Background: an optimization exercise with open tools, aiming at small area, a short achievable clock period and few clock cycles per item. Do not read the settings as production practice. Only simulation tests tie the RTL to the original design; equivalence was not proved. Power is estimated from default activity; no workload was simulated.

// data_mem_ctrl
module data_mem_ctrl #(
   parameter int ADDR_WIDTH = 6
) (
   input  logic        clk,
   input  logic        reset_n,
   input  logic        req_valid,
   output logic        req_ready,
   input  logic        req_we,
   input  logic [2:0]  req_funct3,
   input  logic [31:0] req_addr,
   input  logic [31:0] req_wdata,
   output logic        rsp_valid,
   input  logic        rsp_ready,
   output logic [31:0] rsp_rdata,
   output logic        rsp_err
);
Settings: LEC_CHECK=0, CAP_MARGIN=20, CORE_MARGIN=2, CORE_UTILIZATION=55, CTS_CLUSTER_DIAMETER=80, CTS_CLUSTER_SIZE=25, SETUP_SLACK_MARGIN=2.8, SLEW_MARGIN=20, SYNTH_HIERARCHICAL=1, SYNTH_MINIMUM_KEEP_SIZE=0; clock period 5.0 ns.
run.sh (not shown) runs the stock make flow with config.mk's settings and CLKGATE_MAP_FILE= SYNTH_SCRIPT=/design/flow/synth_recipe.tcl, a recipe that flattens the netlist after the stock synthesis.
The starting point passed the timing, design-rule and antenna checks.
Testbench counts at the start, summed over its fixed seeds: cycles 12,024, items 12,000.
Change:
--- a/flow/config.mk
+++ b/flow/config.mk
@@ -8,8 +8,8 @@
 export CAP_MARGIN = 20
 export CORE_MARGIN = 2
-export CORE_UTILIZATION = 55
+export CORE_UTILIZATION = 65
 export CTS_CLUSTER_DIAMETER = 80
 export CTS_CLUSTER_SIZE = 25
-export SETUP_SLACK_MARGIN = 2.8
+export SETUP_SLACK_MARGIN = 2.9
 export SLEW_MARGIN = 20
 export SYNTH_HIERARCHICAL = 1
The new run finished clean.
Design area goes down by about 1.7%.
Clock-buffer cell count shrinks by 6.
Sequential share of layout area went up by 0.84 points.
Die area shrinks by 15%.
Setup slack is better by 0.037 ns.
Routed wire length is lower by 7.5%.
Critical path depth stays the same.
Via count stays flat.
Area after synthesis is unchanged.
Synthesized cell count is unchanged.
Non-clock buffer count is lower by 39.
Change:
--- a/flow/config.mk
+++ b/flow/config.mk
@@ -11,5 +11,5 @@
 export CTS_CLUSTER_DIAMETER = 80
 export CTS_CLUSTER_SIZE = 25
-export SETUP_SLACK_MARGIN = 2.9
+export SETUP_SLACK_MARGIN = 2.8
 export SLEW_MARGIN = 20
 export SYNTH_HIERARCHICAL = 1
Result:
- The new run ran to the end with no violations
- hold slack gains 0.021 ns
- wire length hardly moves
- register-to-register slack loses 0.13 ns
- total power drops slightly
- final cell count climbs slightly
- maximum frequency climbs slightly
- count of clock-buffer cells in the layout drops by 7
- global-route usage climbs by 0.21 points
- non-clock buffer count climbs by 40

## north
data_mem_ctrl, a different RTL version from the one above (not shown whole).
Size: about 7,100 cells after synthesis, roughly 2,300 flip-flops, roughly 110 I/O pins, roughly 82,000 um^2 of cells after synthesis.
==> flow/config.mk <==
export PLATFORM = sky130hd
export DESIGN_NAME = data_mem_ctrl
export DESIGN_NICKNAME = data_mem_ctrl
export VERILOG_FILES = /design/flow/design.v
export SDC_FILE = /design/flow/constraint.sdc
export NUM_CORES = 4
export LEC_CHECK = 0
export CAP_MARGIN = 20
export CORE_MARGIN = 2
export CORE_UTILIZATION = 65
export CTS_CLUSTER_DIAMETER = 80
export CTS_CLUSTER_SIZE = 25
export SETUP_SLACK_MARGIN = 2.8
export SLEW_MARGIN = 20
export SYNTH_HIERARCHICAL = 1
export SYNTH_MINIMUM_KEEP_SIZE = 0
==> flow/constraint.sdc <==
create_clock -name core_clock -period 5.0 [get_ports {clk}]
set_input_delay 1.0000 -clock core_clock [delete_from_list [all_inputs] [get_ports {clk}]]
set_output_delay 1.0000 -clock core_clock [all_outputs]
set_load 0.01 [all_outputs]
Testbench counts of north, summed over its fixed seeds: cycles 12,024, items 12,000.
## Diff of input files: south against north
- a change of CORE_UTILIZATION from 65 to 55
Findings:
- Summary: with north as the reference, first-pass GRT wire length in south moved up by a few percent.
- | highest clock rate | north vs south | ≈ equal |
- Met2 track demand over resource (lower): south
- Going from north to south, slew at the pin closest to its max-slew limit has decreased; clock latency on the worst-skew pair higher; total power up about 2%; share of final layout cell area taken by clock buffers and inverters picked up an extra 0.22 points.

-- static timing again, ports no longer ideal --
Ports are ideal in the flow. The routed layouts listed here were re-timed in OpenROAD. Step 1, drivers: a clkbuf_16 drives clk and a buf_2 each remaining input, both assumed. Step 2 times the ports against the registers' clock, not the clock port: input delays grow and output delays shrink by t, the midpoint of the rising clock arrivals with the driver on. a / b / c = no drivers / after step 1 / after step 2; a / b = the first two.
run | t, ns | slack for setup (ns) | worst setup path at the end
the first run of note 1 | 0.841 | 2.692 / 2.609 / 1.975 | input to register
the second run of note 1 | 0.835 | 2.729 / 2.640 / 2.188 | input to register
the third run of note 1 | 0.812 | 2.753 / 2.675 / 2.069 | input to register
north | 0.839 | 2.651 / 2.562 / 2.088 | input to register
south | 0.847 | 2.650 / 2.565 / 2.074 | input to register
After both steps setup and hold are still met in every run listed. The setup slack of the first run of note 1, which loses most, moves by -0.083 ns with the drivers and by -0.717 ns with both steps.
